This design comes from an exercise in tuning for small area and a short achievable clock period on the open sky130 flow, not from production work.
Only simulation tests tie the RTL to the original design; equivalence was not proved.
The clock port is modelled as an ideal driver, which makes a skipped or thinned clock tree look cheaper than it is; a real chip needs a root buffer or a tree.
Power figures rest on the tool's default switching activity, not on a simulated workload.

## wallace_mult_top
module wallace_mult_top (
    input  logic        clk,
    input  logic        arst_n,
    input  logic        in_valid,
    input  logic [15:0] a,
    input  logic [15:0] b,
    output logic        out_valid,
    output logic [31:0] product,
    output logic        busy
);
Size in the first run: about 880 cells after synthesis, roughly 140 flip-flops.
==> flow/config.mk <==
export PLATFORM = sky130hd
export DESIGN_NAME = wallace_mult_top
export DESIGN_NICKNAME = wallace_mult_top
export VERILOG_FILES = /design/flow/design.v
export SDC_FILE = /design/flow/constraint.sdc
export NUM_CORES = 4
export LEC_CHECK = 0
export CAP_MARGIN = 20
export CORE_MARGIN = 2
export CORE_UTILIZATION = 40
export SLEW_MARGIN = 20
export SYNTH_HIERARCHICAL = 1
export SYNTH_MINIMUM_KEEP_SIZE = 0
export TNS_END_PERCENT = 0
==> flow/constraint.sdc <==
create_clock -name core_clock -period 11.0 [get_ports {clk}]
set_input_delay 2.2000 -clock core_clock [delete_from_list [all_inputs] [get_ports {clk}]]
set_output_delay 2.2000 -clock core_clock [all_outputs]
set_load 0.01 [all_outputs]
standard.sh (not shown) runs the stock make flow with config.mk's settings and CLKGATE_MAP_FILE= SYNTH_SCRIPT=/design/flow/synth_recipe.tcl, a recipe that flattens the netlist after the stock synthesis.
==> flow/flow/run.sh <==
#!/bin/bash
# The standard ORFS layout (standard.sh, with its synthesis unchanged) with three changes:
#  - every port is buffered with sky130_fd_sc_hd__buf_2 instead of the default delay buffer
#    (flow/place_pre.tcl, when present, picks buf_1 for inputs and buf_2 for outputs);
#  - the clock tree is built by flow/cts_pre.tcl instead of TritonCTS: the clock port drives
#    $CLK_NL1 first-level cells, each driving leaf cells placed at the centres of k-means
#    clusters of the flip-flops, so every flip-flop sees the same two cells;
#  - repair_timing aims for $SETUP_SLACK_MARGIN ns of extra setup slack.
# make's output goes to standard_flow.log; each ORFS step keeps its own log in orfs/logs.
set -euo pipefail
export BUFFER_PORTS_ARGS="-buffer_cell sky130_fd_sc_hd__buf_2"
export SETUP_SLACK_MARGIN=8.2
export PRE_CTS_TCL="$(pwd)/flow/cts_pre.tcl"
export CLK_NLEAF=8
export CLK_NL1=4
export CLK_LEAF_CELL=sky130_fd_sc_hd__clkinv_8
export CLK_L1_CELL=sky130_fd_sc_hd__clkinv_8
bash standard.sh > standard_flow.log 2>&1
Other scripts of this flow, unchanged in this note and not shown: flow/flow/cts_pre.tcl
The starting point finished with timing, DRC and antenna clean.
Next try:
==> flow/flow/run.sh (replaced) <==
#!/bin/bash
# Standard ORFS layout (standard.sh, unchanged synthesis) with three changes: ports are
# buffered with sky130_fd_sc_hd__buf_2 instead of the default delay buffer; the clock tree is one level of
# clkbuf_16 buffers placed by flow/cts_pre.tcl instead of TritonCTS; and repair_timing
# aims for extra setup slack. The make output goes to standard_flow.log; each ORFS step
# keeps its own log under orfs/logs.
set -euo pipefail
export BUFFER_PORTS_ARGS="-buffer_cell sky130_fd_sc_hd__buf_2"
export SETUP_SLACK_MARGIN=8.1
export PRE_CTS_TCL="$(pwd)/flow/cts_pre.tcl"
export CLK_NLEAF=8
export CLK_NL1=4
export CLK_LEAF_CELL=sky130_fd_sc_hd__clkinv_8
export CLK_L1_CELL=sky130_fd_sc_hd__clkinv_8
bash standard.sh > standard_flow.log 2>&1
CORE_UTILIZATION = 55   (was 40)
TNS_END_PERCENT = not set   (was 0)
Final area went down by about 2.3%.
Routed wire length went down by 6.3%.
Total power came out lower by about 0.4%.
First-iteration DRC count came out higher by 10%.
Register-to-register slack loses 0.03 ns.
Next try:
==> flow/flow/run.sh (replaced) <==
#!/bin/bash
# The standard ORFS layout (standard.sh, with its synthesis unchanged) with these changes:
#  - every port still gets its own buffer, but flow/place_pre.tcl (PRE_GLOBAL_PLACE_TCL)
#    picks buf_1 for the inputs (each drives one flip-flop) and buf_2 for the outputs,
#    instead of the default delay buffer (clkdlybuf4s50_1);
#  - the tie cell is not copied once per load (SKIP_REPAIR_TIE_FANOUT);
#  - the clock tree is built by flow/cts_pre.tcl (PRE_CTS_TCL) instead of TritonCTS: the
#    clock port drives 4 clkinv_8 cells, each driving 2 clkinv_8 leaf cells placed at the
#    centres of k-means clusters of the flip-flops, so every flip-flop's clock passes the
#    same two inverters;
#  - repair_timing aims for 8.1 ns of extra setup slack (SETUP_SLACK_MARGIN).
# make's output goes to standard_flow.log; each ORFS step keeps its own log in orfs/logs.
set -euo pipefail
export BUFFER_PORTS_ARGS="-buffer_cell sky130_fd_sc_hd__buf_2"
export SETUP_SLACK_MARGIN=8.1
export SKIP_REPAIR_TIE_FANOUT=1
export PRE_CTS_TCL="$(pwd)/flow/cts_pre.tcl"
export PRE_GLOBAL_PLACE_TCL="$(pwd)/flow/place_pre.tcl"
export CLK_NLEAF=8
export CLK_NL1=4
export CLK_LEAF_CELL=sky130_fd_sc_hd__clkinv_8
export CLK_L1_CELL=sky130_fd_sc_hd__clkinv_8
bash standard.sh > standard_flow.log 2>&1
==> flow/flow/place_pre.tcl (new file) <==
# Port buffers: a small buf_1 on each input (it drives one flip-flop) and buf_2 on each
# output (it drives the 0.01 pF output load). Every port still gets its own buffer.
rename buffer_ports orfs_buffer_ports
proc buffer_ports { args } {
  orfs_buffer_ports -inputs -buffer_cell sky130_fd_sc_hd__buf_1
  orfs_buffer_ports -outputs -buffer_cell sky130_fd_sc_hd__buf_2
}
CORE_UTILIZATION = 40   (was 55)
Result: The changed run completed without violations. Synthesized cell count stays the same. Setup slack gets better by 0.038 ns. Via count went down by 4.3%. Total power is lower by 1.5%. Die area rose by 36%.
No run of this note takes its clock network from TritonCTS; it comes from the design's own scripts or RTL.

========
== run A ==
wallace_mult_top, a different RTL version from the one above (not shown whole).
For scale: ~830 cells after synthesis, ~150 flip-flops, roughly 69 I/O pins, ~9500 um2 of cells after synthesis.
==> flow/config.mk <==
export PLATFORM = sky130hd
export DESIGN_NAME = wallace_mult_top
export DESIGN_NICKNAME = wallace_mult_top
export VERILOG_FILES = /design/flow/design.v
export SDC_FILE = /design/flow/constraint.sdc
export NUM_CORES = 4
export LEC_CHECK = 0
export CAP_MARGIN = 20
export CORE_MARGIN = 2
export CORE_UTILIZATION = 40
export SLEW_MARGIN = 20
export SYNTH_HIERARCHICAL = 1
export SYNTH_MINIMUM_KEEP_SIZE = 0
==> flow/constraint.sdc <==
create_clock -name core_clock -period 11.0 [get_ports {clk}]
set_input_delay 2.2000 -clock core_clock [delete_from_list [all_inputs] [get_ports {clk}]]
set_output_delay 2.2000 -clock core_clock [all_outputs]
set_load 0.01 [all_outputs]
==> flow/flow/run.sh <==
#!/bin/bash
# Standard ORFS layout (standard.sh, unchanged synthesis) with three changes: ports are
# buffered with sky130_fd_sc_hd__buf_2 instead of the default delay buffer; the clock tree is one level of
# clkbuf_16 buffers placed by flow/cts_pre.tcl instead of TritonCTS; and repair_timing
# aims for extra setup slack. The make output goes to standard_flow.log; each ORFS step
# keeps its own log under orfs/logs.
set -euo pipefail
export BUFFER_PORTS_ARGS="-buffer_cell sky130_fd_sc_hd__buf_2"
export SETUP_SLACK_MARGIN=8.1
export PRE_CTS_TCL="$(pwd)/flow/cts_pre.tcl"
export CLK_NLEAF=8
export CLK_NL1=4
export CLK_LEAF_CELL=sky130_fd_sc_hd__clkinv_8
export CLK_L1_CELL=sky130_fd_sc_hd__clkinv_8
bash standard.sh > standard_flow.log 2>&1
==> flow/flow/cts_pre.tcl <==
proc env_or { name dflt } {
  if { [info exists ::env($name)] && $::env($name) ne "" } { return $::env($name) }
  return $dflt
}
set nleaf [env_or CLK_NLEAF 8]
set nl1 [env_or CLK_NL1 2]
set leafcell [env_or CLK_LEAF_CELL sky130_fd_sc_hd__clkbuf_16]
set l1cell [env_or CLK_L1_CELL sky130_fd_sc_hd__clkbuf_16]

# Balanced k-means: pts is a list of {x y}; returns {assignment centres}
proc kmeans { pts k {slack 1} } {
  set n [llength $pts]
  set cx 0; set cy 0
  foreach p $pts { set cx [expr {$cx + [lindex $p 0]}]; set cy [expr {$cy + [lindex $p 1]}] }
  set cx [expr {$cx / $n}]; set cy [expr {$cy / $n}]
  set order {}
  for {set i 0} {$i < $n} {incr i} {
    set p [lindex $pts $i]
    lappend order [list $i [expr {atan2([lindex $p 1]-$cy, [lindex $p 0]-$cx)}]]
  }
  set order [lsort -real -index 1 $order]
  set cent {}
  for {set c 0} {$c < $k} {incr c} {
    set sx 0; set sy 0; set m 0
    for {set j [expr {$c * $n / $k}]} {$j < ($c + 1) * $n / $k} {incr j} {
      set p [lindex $pts [lindex [lindex $order $j] 0]]
      set sx [expr {$sx + [lindex $p 0]}]; set sy [expr {$sy + [lindex $p 1]}]; incr m
    }
    if {$m == 0} { lappend cent [list $cx $cy] } else { lappend cent [list [expr {$sx / $m}] [expr {$sy / $m}]] }
  }
  set cap [expr {int(ceil(double($n) / $k)) + $slack}]
  for {set iter 0} {$iter < 40} {incr iter} {
    set cnt [lrepeat $k 0]
    set assign [lrepeat $n -1]
    set cand {}
    for {set i 0} {$i < $n} {incr i} {
      set p [lindex $pts $i]
      set best 1e18
      for {set c 0} {$c < $k} {incr c} {
        set d [expr {abs([lindex $p 0]-[lindex $cent $c 0]) + abs([lindex $p 1]-[lindex $cent $c 1])}]
        if {$d < $best} { set best $d }
      }
      lappend cand [list $i $best]
    }
    foreach ib [lsort -real -decreasing -index 1 $cand] {
      set i [lindex $ib 0]; set p [lindex $pts $i]
      set bk -1; set best 1e18
      for {set c 0} {$c < $k} {incr c} {
        if {[lindex $cnt $c] >= $cap} continue
        set d [expr {abs([lindex $p 0]-[lindex $cent $c 0]) + abs([lindex $p 1]-[lindex $cent $c 1])}]
        if {$d < $best} { set best $d; set bk $c }
      }
      lset assign $i $bk
      lset cnt $bk [expr {[lindex $cnt $bk] + 1}]
    }
    set newc {}
    for {set c 0} {$c < $k} {incr c} {
      set sx 0; set sy 0; set m 0
      for {set i 0} {$i < $n} {incr i} {
        if {[lindex $assign $i] == $c} {
          set sx [expr {$sx + [lindex $pts $i 0]}]; set sy [expr {$sy + [lindex $pts $i 1]}]; incr m
        }
      }
      if {$m > 0} { lappend newc [list [expr {$sx / $m}] [expr {$sy / $m}]] } else { lappend newc [lindex $cent $c] }
    }
    set cent $newc
  }
  return [list $assign $cent]
}

proc add_buffer { block master name in_net x y } {
  set inst [odb::dbInst_create $block $master $name]
  set net [odb::dbNet_create $block "${name}_net"]
  $net setSigType CLOCK
  [$inst findITerm A] connect $in_net
  set out [$inst findITerm X]
  if { $out eq "NULL" } { set out [$inst findITerm Y] }
  $out connect $net
  $inst setLocation [expr {int($x)}] [expr {int($y)}]
  $inst setPlacementStatus PLACED
  return $net
}

set block [ord::get_db_block]
set db [ord::get_db]
set clk_net [$block findNet clk]
set sinks {}
foreach it [$clk_net getITerms] {
  if { [$it isInputSignal] } { lappend sinks $it }
}
set pts {}
foreach it $sinks {
  set bb [[$it getInst] getBBox]
  lappend pts [list [expr {([$bb xMin] + [$bb xMax]) / 2.0}] [expr {([$bb yMin] + [$bb yMax]) / 2.0}]]
}
puts "manual clock tree: [llength $sinks] sinks, $nleaf leaf buffers, $nl1 first-level buffers"
lassign [kmeans $pts $nleaf] leaf_of leaf_cent
if { $nl1 > 0 } {
  lassign [kmeans $leaf_cent $nl1 0] l1_of l1_cent
  for {set g 0} {$g < $nl1} {incr g} {
    set l1net($g) [add_buffer $block [$db findMaster $l1cell] "clkbuf_l1_$g" $clk_net {*}[lindex $l1_cent $g]]
  }
}
for {set c 0} {$c < $nleaf} {incr c} {
  set src $clk_net
  if { $nl1 > 0 } { set src $l1net([lindex $l1_of $c]) }
  set leafnet($c) [add_buffer $block [$db findMaster $leafcell] "clkbuf_leaf_$c" $src {*}[lindex $leaf_cent $c]]
}
for {set i 0} {$i < [llength $sinks]} {incr i} {
  set it [lindex $sinks $i]
  $it disconnect
  $it connect $leafnet([lindex $leaf_of $i])
}
# TritonCTS is not run: the buffers above are the whole tree.
proc clock_tree_synthesis { args } {
  puts "clock_tree_synthesis skipped: clock buffers were placed by cts_pre.tcl"
  set_propagated_clock [all_clocks]
}
# cts.tcl clones clock inverters next to their loads after this hook; the inverter pairs
# above are already placed by their loads, so that step is skipped as well.
proc repair_clock_inverters { args } {
  puts "repair_clock_inverters skipped: clock tree built by cts_pre.tcl"
}
Run A closes out successfully: all stages finished, all timing, DRC and antenna checks passed.
## Diff of input files: run B against run A
--- a/flow/flow/run.sh
+++ b/flow/flow/run.sh
@@ -13,2 +12,0 @@
-export CLK_LEAF_CELL=sky130_fd_sc_hd__clkinv_8
-export CLK_L1_CELL=sky130_fd_sc_hd__clkinv_8
--- a/flow/flow/cts_pre.tcl
+++ b/flow/flow/cts_pre.tcl
@@ -11 +11 @@
-proc kmeans { pts k {slack 1} } {
+proc kmeans { pts k } {
@@ -31 +31 @@
-  set cap [expr {int(ceil(double($n) / $k)) + $slack}]
+  set cap [expr {int(ceil(double($n) / $k)) + 1}]
@@ -76,3 +76 @@
-  set out [$inst findITerm X]
-  if { $out eq "NULL" } { set out [$inst findITerm Y] }
-  $out connect $net
+  [$inst findITerm X] connect $net
@@ -99 +97 @@
-  lassign [kmeans $leaf_cent $nl1 0] l1_of l1_cent
+  lassign [kmeans $leaf_cent $nl1] l1_of l1_cent
@@ -119,5 +116,0 @@
-# cts.tcl clones clock inverters next to their loads after this hook; the inverter pairs
-# above are already placed by their loads, so that step is skipped as well.
-proc repair_clock_inverters { args } {
-  puts "repair_clock_inverters skipped: clock tree built by cts_pre.tcl"
-}
--- a/flow/config.mk
+++ b/flow/config.mk
@@ -10 +10 @@
-export CORE_UTILIZATION = 40
+export CORE_UTILIZATION = 60
==> comparison <==
Run B finished end to end and its layout was clean on timing, DRC and antenna.
On run B: net switching power figure is 23 uW higher than what run A gave.
Sequential share of layout area: run A vs run B — no meaningful difference
Relative contribution of the clock network to total power for run B: 2.0 points up relative to run A
What run C does differently from run B at the input level:
--- a/flow/flow/run.sh
+++ b/flow/flow/run.sh
@@ -9 +9 @@
-export SETUP_SLACK_MARGIN=8.1
+export SETUP_SLACK_MARGIN=8.3
@@ -12,0 +13,2 @@
+export CLK_LEAF_CELL=sky130_fd_sc_hd__clkinv_8
+export CLK_L1_CELL=sky130_fd_sc_hd__clkinv_8
--- a/flow/flow/cts_pre.tcl
+++ b/flow/flow/cts_pre.tcl
@@ -11 +11 @@
-proc kmeans { pts k } {
+proc kmeans { pts k {slack 1} } {
@@ -31 +31 @@
-  set cap [expr {int(ceil(double($n) / $k)) + 1}]
+  set cap [expr {int(ceil(double($n) / $k)) + $slack}]
@@ -76 +76,3 @@
-  [$inst findITerm X] connect $net
+  set out [$inst findITerm X]
+  if { $out eq "NULL" } { set out [$inst findITerm Y] }
+  $out connect $net
@@ -97 +99 @@
-  lassign [kmeans $leaf_cent $nl1] l1_of l1_cent
+  lassign [kmeans $leaf_cent $nl1 0] l1_of l1_cent
@@ -116,0 +119,5 @@
+# cts.tcl clones clock inverters next to their loads after this hook; the inverter pairs
+# above are already placed by their loads, so that step is skipped as well.
+proc repair_clock_inverters { args } {
+  puts "repair_clock_inverters skipped: clock tree built by cts_pre.tcl"
+}
--- a/flow/config.mk
+++ b/flow/config.mk
@@ -10 +10 @@
-export CORE_UTILIZATION = 60
+export CORE_UTILIZATION = 40
--- outcome ---
- Delta (run C minus run B): minimum clock period has increased; design area saw an increase; total routing resource utilization after global routing -8.3 points; overall power consumption fell by about 2.5%; flip-flop and latch area level.
- Run C vs run B on core region area: run C is the higher one.
- Routing usage on met2: run C lower than run B
- Diff run C..run B | sequential share of the synthesized area | unchanged
- In the metrics for run C and run B, the one carrying the higher ratio of final minimum period to clock period is run C.
No run of this note takes its clock network from TritonCTS; it comes from the design's own scripts or RTL.

## afterwards: timing with drivers on the ports
The flow's constraints put no driver on any port. The routed layouts listed below were extracted and timed again, unchanged, in two steps.
Step 1: set_driving_cell puts a clkbuf_16 on clk and a buf_2 on each other input, an assumption about the parent block.
Step 2 times the ports against the registers' clock, not the clock port: input delays grow and output delays shrink by t, the midpoint of the rising clock arrivals with the driver on.
Three values: ideal, step 1, step 2; two values: the first two.
run | shift t [ns] | slack for setup (ns) | worst setup path at the end | cell pins on the clock port's net
the first run of note 1 | 0.294 | 8.149 / 8.034 / 8.149 | register to register | 4
the second run of note 1 | 0.294 | 8.119 / 8.012 / 8.118 | register to register | 4
the third run of note 1 | 0.292 | 8.157 / 8.034 / 8.156 | register to register | 4
run A | 0.297 | 8.021 / 8.021 / 8.021 | register to register | 4
run B | 0.363 | 8.046 / 7.953 / 8.046 | register to register | 4
run C | 0.293 | 7.974 / 7.974 / 7.974 | register to register | 4
After both steps every run listed still meets setup and hold.
